This is an optimization exercise on Yosys and OpenROAD, whose aim is a short achievable clock period and few clock cycles per item, not a production implementation. RTL that was checked went through simulation tests only; none was proved equivalent to the original. No activity file was given, so power comes from the tool's default toggle rates.

// well512_random_generator_unit
module well512_random_generator_unit (
  input  logic        clk,
  input  logic        rst,
  input  logic        s_axis_tvalid,
  output logic        s_axis_tready,
  input  logic [7:0]  s_axis_tdata,    
  output logic        m_axis_tvalid,
  input  logic        m_axis_tready,
  output logic [31:0] m_axis_tdata,    
  input  logic        seed_we,
  input  logic [31:0] seed_wdata
);
Size in the first run: about 4500 cells after synthesis, about 800 flip-flops, about 79 I/O pins.
make LEC_CHECK=0 CAP_MARGIN=20 CORE_MARGIN=2 CORE_UTILIZATION=55 CTS_CLUSTER_DIAMETER=80 CTS_CLUSTER_SIZE=30 SETUP_SLACK_MARGIN=3.3 SLEW_MARGIN=20 TNS_END_PERCENT=100 finish   # period 5.2 ns
run.sh (not shown) runs the stock make flow with config.mk's settings and CLKGATE_MAP_FILE= SYNTH_SCRIPT=/design/flow/synth_recipe.tcl, a recipe that flattens the netlist after the stock synthesis.
Rerun with:
--- a/flow/config.mk
+++ b/flow/config.mk
@@ -10,4 +10,2 @@
 export CORE_UTILIZATION = 55
-export CTS_CLUSTER_DIAMETER = 80
-export CTS_CLUSTER_SIZE = 30
 export SETUP_SLACK_MARGIN = 3.3
Result: The changed run ran to the end with no violations; synthesized cell count stays the same; synthesized area stays the same; register-to-register slack is about the same; flip-flop and latch count does not change; clock skew fell by 0.0085 ns; die area stays the same; final cell count stays flat; combinational power went up by about 1%; hold slack got worse by 0.0097 ns; clock power came out higher by 43%.
Function was not checked in any run of this note: the RTL went through the layout flow alone.

---

Setup of before:
Another version of the RTL of well512_random_generator_unit (not shown whole).
Size: about 3,800 cells after synthesis, ~890 flip-flops, ~46,000 um2 of cells after synthesis.
clock: 5.2 ns
lec_check: 0
abc_clock_period_in_ps: 600
cap_margin: 20
core_margin: 2
core_utilization: 55
cts_cluster_diameter: 80
cts_cluster_size: 30
setup_slack_margin: 3.3
slew_margin: 20
tns_end_percent: 100
### before -> after
# before
export LEC_CHECK = 0
export ABC_CLOCK_PERIOD_IN_PS = 600
export CAP_MARGIN = 20
export CORE_MARGIN = 2
export CORE_UTILIZATION = 55
export CTS_CLUSTER_DIAMETER = 80
export CTS_CLUSTER_SIZE = 30
export SETUP_SLACK_MARGIN = 3.3
export SLEW_MARGIN = 20
export TNS_END_PERCENT = 100
create_clock -name core_clock -period 5.2 [get_ports {clk}]
# after
export LEC_CHECK = 0
export ABC_CLOCK_PERIOD_IN_PS = 1800
export CAP_MARGIN = 20
export CORE_MARGIN = 2
export CORE_UTILIZATION = 55
export CTS_CLUSTER_DIAMETER = 80
export CTS_CLUSTER_SIZE = 30
export SETUP_SLACK_MARGIN = 3.3
export SLEW_MARGIN = 20
export TNS_END_PERCENT = 100
create_clock -name core_clock -period 5.2 [get_ports {clk}]
Results
The final layout from after, which completed every stage, passed the timing, design-rule and antenna checks at the end of the flow.
Delta (after minus before): post-synthesis compound-gate area fraction now sits at about the same level, total power density per cell area saw little to no change, highest clock rate neither gained nor lost much.
From after to before, count of multi-input combinational gates did not move at all.
Met2 layer usage reported by global route: before vs after identical
Re number of distinct standard cells referenced by the synthesized netlist: no difference whatsoever between before and after.
No functional check of the RTL was part of any run of this note.

---

== raven ==
The RTL this note starts from:
==> flow/design.v <==
`timescale 1ns / 1ps
package wrg_pkg;
  localparam int POOL_DEPTH = 16;
  localparam int ADDR_W     = $clog2(POOL_DEPTH);
  localparam int WORD_W     = 32;
  localparam int CHUNK_W    = 4;
  localparam int CHUNKS     = WORD_W / CHUNK_W;
  typedef logic [ADDR_W-1:0]  addr_t;
  typedef logic [WORD_W-1:0]  word_t;
  typedef logic [CHUNK_W-1:0] chunk_t;
  typedef logic [CHUNKS-1:1]  carry_t;
  localparam word_t SEED_RESET  = 32'd1;
  localparam word_t TEMPER_MASK = 32'hDA44_2D24;
  function automatic logic [CHUNK_W:0] add_chunk(chunk_t a, chunk_t b, logic ci);
    chunk_t g, p, gn, pn, c;
    g = a & b;
    p = a ^ b;
    g[0] = g[0] | (p[0] & ci);
    for (int d = 1; d < CHUNK_W; d = d * 2) begin
      gn = g;
      pn = p;
      for (int i = d; i < CHUNK_W; i++) begin
        gn[i] = g[i] | (p[i] & g[i-d]);
        pn[i] = p[i] & p[i-d];
      end
      g = gn;
      p = pn;
    end
    c = {g[CHUNK_W-2:0], ci};
    add_chunk = {g[CHUNK_W-1], (a ^ b) ^ c};
  endfunction
  function automatic logic [WORD_W+CHUNKS-2:0] add_split(word_t a, word_t b, logic ci);
    word_t  s;
    carry_t cy;
    logic [CHUNK_W:0] r;
    for (int j = 0; j < CHUNKS; j++) begin
      r = add_chunk(a[j*CHUNK_W +: CHUNK_W], b[j*CHUNK_W +: CHUNK_W], (j == 0) ? ci : 1'b0);
      s[j*CHUNK_W +: CHUNK_W] = r[CHUNK_W-1:0];
      if (j < CHUNKS - 1) cy[j+1] = r[CHUNK_W];
    end
    add_split = {cy, s};
  endfunction
  function automatic carry_t carry_ahead(word_t x, carry_t cy);
    carry_t g, p, gn, pn;
    g = cy;
    p[1] = 1'b0;
    for (int j = 2; j < CHUNKS; j++) p[j] = &x[(j-1)*CHUNK_W +: CHUNK_W];
    for (int d = 1; d < CHUNKS - 1; d = d * 2) begin
      gn = g;
      pn = p;
      for (int j = 1 + d; j < CHUNKS; j++) begin
        gn[j] = g[j] | (p[j] & g[j-d]);
        pn[j] = p[j] & p[j-d];
      end
      g = gn;
      p = pn;
    end
    carry_ahead = g;
  endfunction
  function automatic word_t carry_in(word_t x, carry_t cin);
    chunk_t xc;
    word_t  s;
    s[CHUNK_W-1:0] = x[CHUNK_W-1:0];
    for (int j = 1; j < CHUNKS; j++) begin
      xc = x[j*CHUNK_W +: CHUNK_W];
      s[j*CHUNK_W] = xc[0] ^ cin[j];
      for (int i = 1; i < CHUNK_W; i++) begin
        s[j*CHUNK_W + i] = xc[i] ^ (cin[j] & (&(xc | ~chunk_t'((1 << i) - 1))));
      end
    end
    carry_in = s;
  endfunction
endpackage
`timescale 1ns / 1ps
module wrg_pool (
  input  logic            clk,
  input  logic            rst,
  input  logic            seed_we,
  input  wrg_pkg::word_t  seed_wdata,
  input  logic            draw,        
  output logic            busy,        
  output wrg_pkg::word_t  word         
);
  localparam int N = wrg_pkg::POOL_DEPTH;
  wrg_pkg::word_t sd_in, sd, s11_s, s11_c, s13_s, s13_c;
  logic           ld1, ld2, ld3;
  assign sd_in = rst ? wrg_pkg::SEED_RESET : seed_wdata;
  assign busy  = ld1 || ld2;
  always_ff @(posedge clk) begin
    ld1   <= rst || seed_we;
    ld2   <= ld1;
    ld3   <= ld2;
    sd    <= sd_in;
    s11_s <= sd_in ^ (sd_in << 1) ^ (sd_in << 3);
    s11_c <= ((sd_in & (sd_in << 1)) | (sd_in & (sd_in << 3)) |
              ((sd_in << 1) & (sd_in << 3))) << 1;
    s13_s <= sd_in ^ (sd_in << 2) ^ (sd_in << 3);
    s13_c <= ((sd_in & (sd_in << 2)) | (sd_in & (sd_in << 3)) |
              ((sd_in << 2) & (sd_in << 3))) << 1;
  end
  wrg_pkg::word_t op_a [1:N-1];
  wrg_pkg::word_t op_b [1:N-1];
  logic           op_c [1:N-1];
  always_comb begin
    for (int k = 1; k < N; k++) begin
      op_b[k] = '0;
      op_c[k] = 1'b0;
    end
    op_a[1]  = sd;
    op_a[2]  = sd << 1;
    op_a[3]  = sd;        op_b[3]  = sd << 1;
    op_a[4]  = sd << 2;
    op_a[5]  = sd;        op_b[5]  = sd << 2;
    op_a[6]  = sd << 1;   op_b[6]  = sd << 2;
    op_a[7]  = sd << 3;   op_b[7]  = ~sd;          op_c[7]  = 1'b1;
    op_a[8]  = sd << 3;
    op_a[9]  = sd;        op_b[9]  = sd << 3;
    op_a[10] = sd << 1;   op_b[10] = sd << 3;
    op_a[11] = s11_s;     op_b[11] = s11_c;
    op_a[12] = sd << 2;   op_b[12] = sd << 3;
    op_a[13] = s13_s;     op_b[13] = s13_c;
    op_a[14] = sd << 4;   op_b[14] = ~(sd << 1);   op_c[14] = 1'b1;
    op_a[15] = sd << 4;   op_b[15] = ~sd;          op_c[15] = 1'b1;
  end
  wrg_pkg::word_t sr [1:N-1];
  wrg_pkg::carry_t cy [1:N-1];    
  wrg_pkg::carry_t ci [1:N-1];    
  wrg_pkg::word_t cur;
  function automatic logic [2*wrg_pkg::WORD_W-1:0] pool_terms(wrg_pkg::word_t far,
                                                               wrg_pkg::word_t mid,
                                                               wrg_pkg::word_t prev);
    wrg_pkg::word_t f, c, r, q;
    f = far ^ (far << 15);
    c = mid ^ (mid >> 11);
    r = f ^ c;
    q = prev ^ (prev << 2) ^ c ^ (c << 28) ^ ((r << 5) & wrg_pkg::TEMPER_MASK) ^ (f << 18);
    pool_terms = {q, r};
  endfunction
  wrg_pkg::word_t q, r, a, a_new, w;
  assign a     = cur;
  assign a_new = a ^ (a << 16) ^ r;
  assign w     = q ^ ((a << 5) & wrg_pkg::TEMPER_MASK) ^ ((a << 21) & wrg_pkg::TEMPER_MASK) ^
                 (a << 18);
  assign word  = w;
  always_ff @(posedge clk) begin
    if (draw) begin
      {q, r} <= pool_terms(sr[12], sr[8], sr[14]);
    end else begin
      {q, r} <= pool_terms(sr[13], sr[9], sr[15]);
    end
  end
  logic [wrg_pkg::WORD_W+wrg_pkg::CHUNKS-2:0] split [1:N-1];
  always_comb begin
    for (int k = 1; k < N; k++) split[k] = wrg_pkg::add_split(op_a[k], op_b[k], op_c[k]);
  end
  always_ff @(posedge clk) begin
    for (int k = 1; k < N; k++) begin
      cy[k] <= split[k][wrg_pkg::WORD_W +: wrg_pkg::CHUNKS-1];
      ci[k] <= wrg_pkg::carry_ahead(sr[k], cy[k]);
    end
  end
  always_ff @(posedge clk) begin
    if (ld1) begin
      cur <= '0;
      for (int k = 1; k < N; k++) sr[k] <= split[k][wrg_pkg::WORD_W-1:0];
    end else if (ld2) begin
    end else if (ld3) begin
      for (int k = 1; k < N; k++) sr[k] <= wrg_pkg::carry_in(sr[k], ci[k]);
    end else if (draw) begin
      cur   <= w;
      sr[1] <= a_new;
      for (int k = 2; k < N; k++) sr[k] <= sr[k-1];
    end
  end
endmodule
`timescale 1ns / 1ps
module wrg_core (
  input  logic              clk,
  input  logic              rst,
  input  logic              clear,       
  input  logic              busy,        
  input  logic              req_valid,
  input  logic              req_draw,
  output logic              in_ready,
  output logic              draw,        
  input  wrg_pkg::word_t    word,        
  output logic              out_valid,
  input  logic              out_ready,
  output wrg_pkg::word_t    out_word
);
  localparam int DEPTH = 3;
  wrg_pkg::word_t   e [0:DEPTH-1];
  logic [DEPTH-1:0] v;
  logic             ready_q;
  logic             draw_q;
  logic             pop, acc;
  logic [DEPTH-1:0] v_push, v_next;
  logic [DEPTH:0]   occ;        
  assign pop = v[0] && out_ready;
  assign acc = req_valid && ready_q && req_draw && !clear && !rst;
  assign v_push = draw_q ? {v[DEPTH-2:0], 1'b1} : v;
  assign v_next = pop ? {1'b0, v_push[DEPTH-1:1]} : v_push;
  assign occ    = {v_push, 1'b1};
  always_ff @(posedge clk) begin
    if (rst || clear) begin
      v       <= '0;
      draw_q  <= 1'b0;
      ready_q <= 1'b0;
    end else begin
      v       <= v_next;
      draw_q  <= acc;
      case ({acc, pop})
        2'b10:   ready_q <= !busy && !occ[DEPTH-1];
        2'b01:   ready_q <= !busy;
        default: ready_q <= !busy && !occ[DEPTH];
      endcase
    end
  end
  for (genvar i = 0; i < DEPTH; i++) begin : g_e
    wrg_pkg::word_t nxt;
    if (i < DEPTH - 1) begin : g_mid
      assign nxt = v[i+1] ? e[i+1] : word;
    end else begin : g_last
      assign nxt = word;
    end
    if (i == 0) begin : g_head
      logic                load;
      wrg_pkg::word_t      e0_n, d0;
      assign load = pop || !v[i];
      assign d0   = load ? nxt : ~e0_n;
      always_ff @(posedge clk) begin
        e[i] <= d0;
        e0_n <= ~d0;
      end
    end else begin : g_tail
      always_ff @(posedge clk) begin
        if (pop || !v[i]) e[i] <= nxt;
      end
    end
  end
  assign in_ready  = ready_q;
  assign draw      = draw_q;
  assign out_valid = v[0];
  assign out_word  = e[0];
endmodule
`timescale 1ns / 1ps
module well512_random_generator_unit (
  input  logic        clk,
  input  logic        rst,
  input  logic        s_axis_tvalid,
  output logic        s_axis_tready,
  input  logic [7:0]  s_axis_tdata,    
  output logic        m_axis_tvalid,
  input  logic        m_axis_tready,
  output logic [31:0] m_axis_tdata,    
  input  logic        seed_we,
  input  logic [31:0] seed_wdata
);
  logic           draw;
  logic           busy;
  wrg_pkg::word_t word;
  wrg_pool u_pool (
    .clk        (clk),
    .rst        (rst),
    .seed_we    (seed_we),
    .seed_wdata (seed_wdata),
    .draw       (draw),
    .busy       (busy),
    .word       (word)
  );
  wrg_core u_core (
    .clk       (clk),
    .rst       (rst),
    .clear     (seed_we),
    .busy      (busy),
    .req_valid (s_axis_tvalid),
    .req_draw  (s_axis_tdata[0]),
    .in_ready  (s_axis_tready),
    .draw      (draw),
    .word      (word),
    .out_valid (m_axis_tvalid),
    .out_ready (m_axis_tready),
    .out_word  (m_axis_tdata)
  );
endmodule
Settings: LEC_CHECK=0, CAP_MARGIN=20, CORE_MARGIN=2, CORE_UTILIZATION=70, PLACE_DENSITY=0.85, SETUP_SLACK_MARGIN=3.3, SLEW_MARGIN=20, TNS_END_PERCENT=100; clock period 5.2 ns.
raven ran to completion and came out clean on the timing, design-rule and antenna checks.
Testbench counts of raven, summed over its fixed seeds: cycles 16,576, items 16,384.
### raven -> maple
- PLACE_DENSITY removed (was 0.85)
- CTS_CLUSTER_SIZE newly set to 25
- CTS_CLUSTER_DIAMETER newly set to 70
- CORE_UTILIZATION changed from 70 to 55
Notes after the runs:
Cmp maple and raven / worst setup slack / higher: maple
On maple: CTS buffer count is 34 lower than what raven gave.
NOTE height of the die raven->maple increased by more than 10%
Compared to raven, the router laid down less metal wire for maple.
Row switching portion of total power: maple higher / raven lower
> inputs changed (maple -> tundra)
- removing CTS_CLUSTER_DIAMETER (formerly 70)
- removing CTS_CLUSTER_SIZE (formerly 25)
Results
- On fmax, tundra tracks maple almost exactly.
- Total power ended up about 8% higher on tundra than on maple.
- Between maple and tundra, final standard cell utilization of the core increased.
- In terms of combinational power, maple and tundra differ only marginally.
- From maple to tundra the numbers moved as follows: worst clock skew now smaller, switching share of power lost 2.4 points, antenna diode count up 1, final non-filler cell total +about 1.1%.

## static timing again, ports no longer ideal
The results above use ideal ports. As a check the final layouts listed here were re-extracted and re-timed, cells and wires unchanged. Step 1 sets driving cells, clkbuf_16 on the clock port and buf_2 on the other inputs (assumed; they add their load-dependent delay and slew). Step 2, shift: input delay + t, output delay - t, t = (earliest + latest rising clock arrival at the registers) / 2. This alone moves slack from input paths to output paths. a / b / c = ideal ports / drivers / drivers and shift; a / b = the first two.
run	t, ns	setup slack, ns	latest minus earliest clock arrival (ns)	worst data-port slew with drivers (ns)
the first run of note 1	0.709	2.629 / 2.629 / 2.629	0.050 / 0.050	0.04
the second run of note 1	0.742	2.621 / 2.621 / 2.621	0.038 / 0.039	0.04
before	0.704	2.190 / 2.190 / 2.190	0.051 / 0.050	0.06
after	0.704	2.190 / 2.190 / 2.190	0.051 / 0.050	0.06
raven	0.756	2.989 / 2.922 / 2.551	0.044 / 0.045	0.07
maple	0.740	3.013 / 2.938 / 2.605	0.031 / 0.031	0.09
tundra	0.775	3.016 / 2.941 / 2.579	0.025 / 0.026	0.09
After both steps every run listed still meets setup and hold. For raven, which loses most, drivers alone change the setup slack by -0.067 ns; drivers and shift together by -0.438 ns.
